From an optimization exercise on the open Yosys and OpenROAD flow, aimed at a short achievable clock period; shortcuts taken in it are not production practice.
In this exercise RTL edits were held to simulation tests only and were not proved equivalent to the original.
The clock port is modelled as an ideal driver, which makes a skipped or thinned clock tree look cheaper than it is; a real chip needs a root buffer or a tree.
Power and IR drop assume default switching activity.

## mc_fifo
module mc_fifo #(
    parameter int NUM_CHANNELS      = 4,
    parameter int BUFFER_SIZE       = 16,
    parameter int DATA_WIDTH        = 32,
    parameter int ALMOST_FULL_LEVEL = 14,
    localparam int LEVEL_WIDTH      = $clog2(BUFFER_SIZE + 1)
) (
    input  logic                                clock,
    input  logic                                rst_n,
    input  logic [NUM_CHANNELS*DATA_WIDTH-1:0]  data_in,
    input  logic [NUM_CHANNELS-1:0]             data_in_valid,
    output logic [NUM_CHANNELS-1:0]             data_in_full,
    output logic [NUM_CHANNELS-1:0]             data_in_almost_full,
    output logic [NUM_CHANNELS*DATA_WIDTH-1:0]  data_out,
    output logic [NUM_CHANNELS-1:0]             data_out_valid,
    input  logic [NUM_CHANNELS-1:0]             data_out_ack,
    input  logic [NUM_CHANNELS-1:0]             flush,
    output logic [NUM_CHANNELS*LEVEL_WIDTH-1:0] level,
    output logic [NUM_CHANNELS-1:0]             overflow
);
For scale: roughly 7900 cells after synthesis, roughly 310 I/O pins, about 92000 sq um of cells after synthesis.
Settings: LEC_CHECK=0, ABC_CLOCK_PERIOD_IN_PS=1500, CAP_MARGIN=20, CORE_MARGIN=2, CORE_UTILIZATION=55, SETUP_SLACK_MARGIN=2.8, SLEW_MARGIN=20; clock period 4.3 ns.
standard.sh (not shown) runs the stock make flow with config.mk's settings and CLKGATE_MAP_FILE= SYNTH_SCRIPT=/design/flow/synth_recipe.tcl, a recipe that flattens the netlist after the stock synthesis.
==> flow/flow/run.sh <==
#!/bin/bash
# Standard ORFS layout, except that after CTS the top of the clock tree is
# rebuilt (flow/post_cts.tcl). make's output goes to make.log; each ORFS step
# writes its own log under orfs/logs/.
set -euo pipefail
W=$(pwd)
bash standard.sh \
  "CTS_ARGS=-sink_clustering_enable -repair_clock_nets -sink_clustering_size 22 -sink_clustering_max_diameter 100" \
  SKIP_CTS_REPAIR_TIMING=1 \
  "POST_CTS_TCL=$W/flow/post_cts.tcl" \
  finish > make.log 2>&1
==> flow/flow/post_cts.tcl <==
# Runs inside ORFS's cts.tcl after clock_tree_synthesis (CTS repair timing is
# skipped there). Replaces the top of the clock tree with four inverters fed by
# the clock port, each driving the leaf buffers of one quadrant (the leaves
# become inverting buffers, so every register sees the true clock), then does
# the timing repair cts.tcl would have done.
set NTOP 4
set TOPCELL sky130_fd_sc_hd__clkinv_16
set LEAFCELL sky130_fd_sc_hd__bufinv_16
source [file join [file dirname [info script]] rework.tcl]
detailed_placement
estimate_parasitics -placement
set_propagated_clock [all_clocks]
report_clock_latency
repair_timing_helper
detailed_placement
check_placement -verbose
estimate_parasitics -placement
report_clock_latency
report_worst_slack -max
Other scripts of this flow, unchanged in this note and not shown: flow/flow/rework.tcl
Edit:
--- a/flow/flow/run.sh
+++ b/flow/flow/run.sh
@@ -7,3 +7,3 @@
 bash standard.sh \
-  "CTS_ARGS=-sink_clustering_enable -repair_clock_nets -sink_clustering_size 22 -sink_clustering_max_diameter 100" \
+  "CTS_ARGS=-sink_clustering_enable -repair_clock_nets -sink_clustering_size 20 -sink_clustering_max_diameter 100" \
   SKIP_CTS_REPAIR_TIMING=1 \
Settings changed: CAP_MARGIN 20 to 30, CORE_UTILIZATION 55 to 65, SLEW_MARGIN 20 to 30.
Flip-flop and latch count does not change.
Power rises by 4.6%.
Cell area falls by about 2.1%.
Critical path depth rises by 6.
Clock power rises by about 8%.
Area after synthesis does not change.
Routed wire length rises by about 25%.
Clock skew rises by 0.0091 ns.
Die area falls by about 15%.
Maximum frequency falls by 16%.
Edit:
--- a/flow/flow/post_cts.tcl
+++ b/flow/flow/post_cts.tcl
@@ -1,3 +1,3 @@
 # Runs inside ORFS's cts.tcl after clock_tree_synthesis (CTS repair timing is
-# skipped there). Replaces the top of the clock tree with four inverters fed by
+# skipped there). Replaces the top of the clock tree with four inverters (inv_16) fed by
 # the clock port, each driving the leaf buffers of one quadrant (the leaves
@@ -6,3 +6,3 @@
 set NTOP 4
-set TOPCELL sky130_fd_sc_hd__clkinv_16
+set TOPCELL sky130_fd_sc_hd__inv_16
 set LEAFCELL sky130_fd_sc_hd__bufinv_16
Settings changed: CAP_MARGIN 30 to 20, CORE_UTILIZATION 65 to 55, SLEW_MARGIN 30 to 20.
After rerunning: The changed run finished clean; global-route usage fell by 2.8 points; hold slack is better by 0.085 ns; synthesized area is unchanged; clock power barely changes.

---

mc_fifo, a different RTL version from the one above (not shown whole).
Size in the first run: roughly 7,900 cells after synthesis, ~2,200 flip-flops, ~310 I/O pins.
==> flow/config.mk <==
export PLATFORM = sky130hd
export DESIGN_NAME = mc_fifo
export DESIGN_NICKNAME = mc_fifo
export VERILOG_FILES = /design/flow/design.v
export SDC_FILE = /design/flow/constraint.sdc
export NUM_CORES = 4
export LEC_CHECK = 0
export CAP_MARGIN = 20
export CORE_MARGIN = 2
export CORE_UTILIZATION = 65
export SETUP_SLACK_MARGIN = 2.3
export SLEW_MARGIN = 20
==> flow/constraint.sdc <==
create_clock -name core_clock -period 4.3 [get_ports {clock}]
set_input_delay 0.8600 -clock core_clock [delete_from_list [all_inputs] [get_ports {clock}]]
set_output_delay 0.8600 -clock core_clock [all_outputs]
set_load 0.01 [all_outputs]
run.sh (not shown) runs the stock make flow with config.mk's settings and CLKGATE_MAP_FILE= SYNTH_SCRIPT=/design/flow/synth_recipe.tcl, a recipe that flattens the netlist after the stock synthesis.
Stock flow here: none of the scripts above is used.
Change:
Settings changed: CORE_UTILIZATION 65 to 40.
The new run passed the timing, design-rule and antenna checks.
Sequential power decreases by about 1%.
Final area barely changes.
Die area increases by 62%.
Final cell count increases by 11%.
Clock-buffer cell count increases by 3.

---

Another version of the RTL of mc_fifo (not shown whole).
Size: ~6500 cells after synthesis, about 100000 sq um of cells after synthesis.
// mc_fifo
module mc_fifo #(
    parameter int NUM_CHANNELS      = 4,
    parameter int BUFFER_SIZE       = 16,
    parameter int DATA_WIDTH        = 32,
    parameter int ALMOST_FULL_LEVEL = 14,
    localparam int LEVEL_WIDTH      = $clog2(BUFFER_SIZE + 1)
) (
    input  logic                                clock,
    input  logic                                rst_n,
    input  logic [NUM_CHANNELS*DATA_WIDTH-1:0]  data_in,
    input  logic [NUM_CHANNELS-1:0]             data_in_valid,
    output logic [NUM_CHANNELS-1:0]             data_in_full,
    output logic [NUM_CHANNELS-1:0]             data_in_almost_full,
    output logic [NUM_CHANNELS*DATA_WIDTH-1:0]  data_out,
    output logic [NUM_CHANNELS-1:0]             data_out_valid,
    input  logic [NUM_CHANNELS-1:0]             data_out_ack,
    input  logic [NUM_CHANNELS-1:0]             flush,
    output logic [NUM_CHANNELS*LEVEL_WIDTH-1:0] level,
    output logic [NUM_CHANNELS-1:0]             overflow
);
Settings: LEC_CHECK=0, ABC_CLOCK_PERIOD_IN_PS=1500, CAP_MARGIN=20, CORE_MARGIN=2, CORE_UTILIZATION=65, SETUP_SLACK_MARGIN=2.8, SLEW_MARGIN=20; clock period 4.3 ns.
standard.sh (not shown) runs the stock make flow with config.mk's settings and CLKGATE_MAP_FILE= SYNTH_SCRIPT=/design/flow/synth_recipe.tcl, a recipe that flattens the netlist after the stock synthesis.
==> flow/flow/run.sh <==
#!/bin/bash
# Standard ORFS layout with three additions:
#  - flow/io.tcl: each channel's ports on one edge of the die, data_in and
#    data_out bits interleaved;
#  - flow/pull_outputs.tcl (before detailed placement): output registers and
#    their port buffers moved next to their pins;
#  - flow/post_cts.tcl (after CTS): the top of the clock tree rebuilt as four
#    inverters fed by the clock port.
# make's output goes to make.log; each ORFS step writes its own log under
# orfs/logs/.
set -euo pipefail
W=$(pwd)
bash standard.sh \
  "IO_CONSTRAINTS=$W/flow/io.tcl" \
  "PLACE_PINS_ARGS=-min_distance 4" \
  "PRE_DETAIL_PLACE_TCL=$W/flow/pull_outputs.tcl" \
  "CTS_ARGS=-sink_clustering_enable -repair_clock_nets -sink_clustering_size 20 -sink_clustering_max_diameter 100" \
  SKIP_CTS_REPAIR_TIMING=1 \
  "POST_CTS_TCL=$W/flow/post_cts.tcl" \
  finish > make.log 2>&1
==> flow/flow/post_cts.tcl <==
# Runs inside ORFS's cts.tcl after clock_tree_synthesis (CTS repair timing is
# skipped there). Replaces the top of the clock tree with four inverters (inv_16) fed by
# the clock port, each driving the leaf buffers of one quadrant (the leaves
# become inverting buffers, so every register sees the true clock), then does
# the timing repair cts.tcl would have done.
set NTOP 4
set TOPCELL sky130_fd_sc_hd__inv_16
set LEAFCELL sky130_fd_sc_hd__bufinv_16
source [file join [file dirname [info script]] rework.tcl]
detailed_placement
estimate_parasitics -placement
set_propagated_clock [all_clocks]
report_clock_latency
repair_timing_helper
detailed_placement
check_placement -verbose
estimate_parasitics -placement
report_clock_latency
report_worst_slack -max
==> flow/flow/pull_outputs.tcl <==
# Runs before detailed placement: moves each output port's buffer next to its
# pin, and the register that drives the buffer (with the single-load cells of
# its D-side logic) just inside it, so the register-to-output
# wires are short. Detailed placement then legalizes the moved cells.
set block [ord::get_db_block]
if {![info exists ::PULL_DEPTH]} { set ::PULL_DEPTH 3 }
set core [$block getCoreArea]
set cx0 [$core xMin]; set cy0 [$core yMin]; set cx1 [$core xMax]; set cy1 [$core yMax]
set die [$block getDieArea]
proc drv_of {net} {
  if {$net == "NULL"} { return "NULL" }
  foreach it [$net getITerms] { if {[$it isOutputSignal]} { return [$it getInst] } }
  return "NULL"
}
proc nloads {net} {
  set n 0
  foreach it [$net getITerms] { if {[$it isInputSignal]} { incr n } }
  return [expr {$n + [llength [$net getBTerms]]}]
}
proc put {inst x y} {
  if {[$inst getPlacementStatus] == "FIRM" || [$inst getPlacementStatus] == "LOCKED"} { return }
  $inst setLocation [expr {int($x)}] [expr {int($y)}]
  $inst setPlacementStatus PLACED
}
set moved 0
foreach bt [$block getBTerms] {
  if {[$bt getIoType] != "OUTPUT"} continue
  set bp [lindex [$bt getBPins] 0]
  set bb [$bp getBBox]
  set px [expr {([$bb xMin] + [$bb xMax]) / 2}]
  set py [expr {([$bb yMin] + [$bb yMax]) / 2}]
  # inward direction and clamp into core
  if {[$bb xMin] <= [$die xMin]} { set dx 1; set dy 0 } elseif {[$bb xMax] >= [$die xMax]} { set dx -1; set dy 0 } elseif {[$bb yMin] <= [$die yMin]} { set dx 0; set dy 1 } else { set dx 0; set dy -1 }
  set bx [expr {min(max($px, $cx0), $cx1 - 10000)}]
  set by [expr {min(max($py, $cy0), $cy1 - 3000)}]
  if {$dx == 1} { set bx $cx0 } elseif {$dx == -1} { set bx [expr {$cx1 - 6000}] }
  if {$dy == 1} { set by $cy0 } elseif {$dy == -1} { set by [expr {$cy1 - 2720}] }
  set buf [drv_of [$bt getNet]]
  if {$buf == "NULL"} continue
  set a [$buf findITerm A]
  if {$a == "NULL"} continue
  set ff [drv_of [$a getNet]]
  if {$ff == "NULL" || ![string match "*df*" [[$ff getMaster] getName]]} continue
  put $buf $bx $by
  put $ff [expr {$bx + $dx * 8000}] [expr {$by + $dy * 8160}]
  # Bring along the cells of the register's D-side cone that feed only
  # that cone (single-load outputs), up to PULL_DEPTH levels, each level a
  # little further inside.
  set front [list $ff]
  for {set lvl 1} {$lvl <= $::PULL_DEPTH} {incr lvl} {
    set next {}
    foreach cell $front {
      foreach it [$cell getITerms] {
        if {![$it isInputSignal]} continue
        set n [$it getNet]
        if {$n == "NULL" || [$n getSigType] == "CLOCK" || [$n getSigType] == "POWER" || [$n getSigType] == "GROUND"} continue
        set m [drv_of $n]
        if {$m == "NULL" || [nloads $n] != 1} continue
        if {[string match "*df*" [[$m getMaster] getName]]} continue
        put $m [expr {$bx + $dx * (8000 + 6000 * $lvl)}] [expr {$by + $dy * (8160 + 5440 * $lvl)}]
        lappend next $m
      }
    }
    set front $next
  }
  incr moved
}
puts "PULL moved $moved output registers"
Other scripts of this flow, unchanged in this note and not shown: flow/flow/io.tcl, flow/flow/rework.tcl
Then changed:
--- a/flow/flow/run.sh
+++ b/flow/flow/run.sh
@@ -13,5 +13,5 @@
 bash standard.sh \
   "IO_CONSTRAINTS=$W/flow/io.tcl" \
-  "PLACE_PINS_ARGS=-min_distance 4" \
+  "PLACE_PINS_ARGS=-min_distance 5" \
   "PRE_DETAIL_PLACE_TCL=$W/flow/pull_outputs.tcl" \
   "CTS_ARGS=-sink_clustering_enable -repair_clock_nets -sink_clustering_size 20 -sink_clustering_max_diameter 100" \
--- a/flow/flow/post_cts.tcl
+++ b/flow/flow/post_cts.tcl
@@ -3,5 +3,5 @@
 # the clock port, each driving the leaf buffers of one quadrant (the leaves
 # become inverting buffers, so every register sees the true clock), then does
-# the timing repair cts.tcl would have done.
+# the timing repair cts.tcl would have done, in two passes.
 set NTOP 4
 set TOPCELL sky130_fd_sc_hd__inv_16
@@ -14,4 +14,9 @@
 repair_timing_helper
 detailed_placement
+estimate_parasitics -placement
+report_worst_slack -max
+# A second pass often finds more once the first pass's changes are placed.
+repair_timing_helper
+detailed_placement
 check_placement -verbose
 estimate_parasitics -placement
--- a/flow/flow/pull_outputs.tcl
+++ b/flow/flow/pull_outputs.tcl
@@ -2,7 +2,10 @@
 # pin, and the register that drives the buffer (with the single-load cells of
 # its D-side logic) just inside it, so the register-to-output
-# wires are short. Detailed placement then legalizes the moved cells.
+# wires are short, and makes each port buffer a buf_6. Detailed placement
+# then legalizes the moved cells.
 set block [ord::get_db_block]
 if {![info exists ::PULL_DEPTH]} { set ::PULL_DEPTH 3 }
+if {![info exists ::OUT_BUF]} { set ::OUT_BUF sky130_fd_sc_hd__buf_6 }
+set ::OUT_BUF_MASTER [[ord::get_db] findMaster $::OUT_BUF]
 set core [$block getCoreArea]
 set cx0 [$core xMin]; set cy0 [$core yMin]; set cx1 [$core xMax]; set cy1 [$core yMax]
@@ -42,4 +45,5 @@
   set ff [drv_of [$a getNet]]
   if {$ff == "NULL" || ![string match "*df*" [[$ff getMaster] getName]]} continue
+  if {[[$buf getMaster] getName] != $::OUT_BUF} { $buf swapMaster $::OUT_BUF_MASTER }
   put $buf $bx $by
   put $ff [expr {$bx + $dx * 8000}] [expr {$by + $dy * 8160}]
- ABC_CLOCK_PERIOD_IN_PS: 1500 -> unset
- CORE_UTILIZATION: 65 -> 55
- SETUP_SLACK_MARGIN: 2.8 -> 2.65
What happened: Critical path depth rises by 4. Power goes down slightly. First-iteration DRC count went down by a little under a tenth. Global-route usage came out lower by 3.9 points. Cell area shrinks slightly. Worst hold slack is worse by 0.061 ns. Core utilization drops by 13 points. Worst setup slack improved by 0.088 ns. Sequential cell count is unchanged. Area after synthesis does not change.
Then changed:
--- a/flow/flow/run.sh
+++ b/flow/flow/run.sh
@@ -15,5 +15,5 @@
   "PLACE_PINS_ARGS=-min_distance 5" \
   "PRE_DETAIL_PLACE_TCL=$W/flow/pull_outputs.tcl" \
-  "CTS_ARGS=-sink_clustering_enable -repair_clock_nets -sink_clustering_size 20 -sink_clustering_max_diameter 100" \
+  "CTS_ARGS=-sink_clustering_enable -repair_clock_nets -sink_clustering_size 16 -sink_clustering_max_diameter 100" \
   SKIP_CTS_REPAIR_TIMING=1 \
   "POST_CTS_TCL=$W/flow/post_cts.tcl" \
- SETUP_SLACK_MARGIN: 2.65 -> 2.55
Design area decreases by 2.2%. Setup slack barely changes. Sequential share of layout area increases by 1.2 points. Cell count decreases by 0.81%. Sequential power barely changes. Clock skew barely changes. Combinational power decreases by 8.1%. Utilization decreases by 1.4 points. Total power increases by 3.4%. Register-to-register slack hardly moves. First-iteration DRC count decreases by 11%.
Then changed:
--- a/flow/flow/run.sh
+++ b/flow/flow/run.sh
@@ -15,5 +15,5 @@
   "PLACE_PINS_ARGS=-min_distance 5" \
   "PRE_DETAIL_PLACE_TCL=$W/flow/pull_outputs.tcl" \
-  "CTS_ARGS=-sink_clustering_enable -repair_clock_nets -sink_clustering_size 16 -sink_clustering_max_diameter 100" \
+  "CTS_ARGS=-sink_clustering_enable -repair_clock_nets -sink_clustering_size 20 -sink_clustering_max_diameter 100" \
   SKIP_CTS_REPAIR_TIMING=1 \
   "POST_CTS_TCL=$W/flow/post_cts.tcl" \
--- a/flow/flow/post_cts.tcl
+++ b/flow/flow/post_cts.tcl
@@ -3,5 +3,5 @@
 # the clock port, each driving the leaf buffers of one quadrant (the leaves
 # become inverting buffers, so every register sees the true clock), then does
-# the timing repair cts.tcl would have done, in two passes.
+# the timing repair cts.tcl would have done.
 set NTOP 4
 set TOPCELL sky130_fd_sc_hd__inv_16
@@ -14,9 +14,4 @@
 repair_timing_helper
 detailed_placement
-estimate_parasitics -placement
-report_worst_slack -max
-# A second pass often finds more once the first pass's changes are placed.
-repair_timing_helper
-detailed_placement
 check_placement -verbose
 estimate_parasitics -placement
--- a/flow/flow/pull_outputs.tcl
+++ b/flow/flow/pull_outputs.tcl
@@ -2,10 +2,7 @@
 # pin, and the register that drives the buffer (with the single-load cells of
 # its D-side logic) just inside it, so the register-to-output
-# wires are short, and makes each port buffer a buf_6. Detailed placement
-# then legalizes the moved cells.
+# wires are short. Detailed placement then legalizes the moved cells.
 set block [ord::get_db_block]
 if {![info exists ::PULL_DEPTH]} { set ::PULL_DEPTH 3 }
-if {![info exists ::OUT_BUF]} { set ::OUT_BUF sky130_fd_sc_hd__buf_6 }
-set ::OUT_BUF_MASTER [[ord::get_db] findMaster $::OUT_BUF]
 set core [$block getCoreArea]
 set cx0 [$core xMin]; set cy0 [$core yMin]; set cx1 [$core xMax]; set cy1 [$core yMax]
@@ -45,5 +42,4 @@
   set ff [drv_of [$a getNet]]
   if {$ff == "NULL" || ![string match "*df*" [[$ff getMaster] getName]]} continue
-  if {[[$buf getMaster] getName] != $::OUT_BUF} { $buf swapMaster $::OUT_BUF_MASTER }
   put $buf $bx $by
   put $ff [expr {$bx + $dx * 8000}] [expr {$by + $dy * 8160}]
- ABC_CLOCK_PERIOD_IN_PS: unset -> 1500
- CORE_UTILIZATION: 55 -> 65
- SETUP_SLACK_MARGIN: 2.55 -> 2.8
Effect: This time the run stopped in 3_2_place_iop, error PPL-0024; area after synthesis stays the same; synthesized cell count stays the same.

==> separate check: timing with driven ports <==
Ports are ideal in the flow. The routed layouts listed here were re-timed in OpenROAD.
Step 1: set_driving_cell puts a clkbuf_16 on clock and a buf_2 on each other input, an assumption about the parent block.
Step 2 times the ports against the registers' clock, not the clock port: input delays grow and output delays shrink by t, the midpoint of the rising clock arrivals with the driver on.
Three values: ideal, step 1, step 2; two values: the first two.
run	shift t [ns]	setup WS [ns]	hold WS [ns]	clock arrival spread, ns
the first run of note 1	0.833	2.296 / 1.967 / 1.531	0.293 / 0.029 / 0.481	0.041 / 0.041
the second run of note 1	0.849	1.922 / 1.771 / 1.277	0.329 / 0.064 / 0.481	0.047 / 0.049
the third run of note 1	0.713	2.321 / 2.080 / 1.631	0.414 / 0.165 / 0.484	0.041 / 0.040
the first run of note 2	0.938	1.912 / 1.818 / 1.103	0.034 / -0.006 / 0.466	0.035 / 0.035
the second run of note 2	0.898	1.983 / 1.908 / 1.358	0.366 / 0.318 / 0.451	0.075 / 0.074
the first run of note 3	0.668	2.380 / 2.198 / 1.983	0.476 / 0.252 / 0.494	0.037 / 0.039
the second run of note 3	0.676	2.468 / 2.201 / 2.028	0.415 / 0.176 / 0.514	0.035 / 0.036
the third run of note 3	0.704	2.468 / 2.180 / 1.993	0.441 / 0.202 / 0.514	0.025 / 0.027
After both steps setup and hold are still met in every run listed. The setup slack of the first run of note 2, which loses most, moves by -0.094 ns with the drivers and by -0.809 ns with both steps.
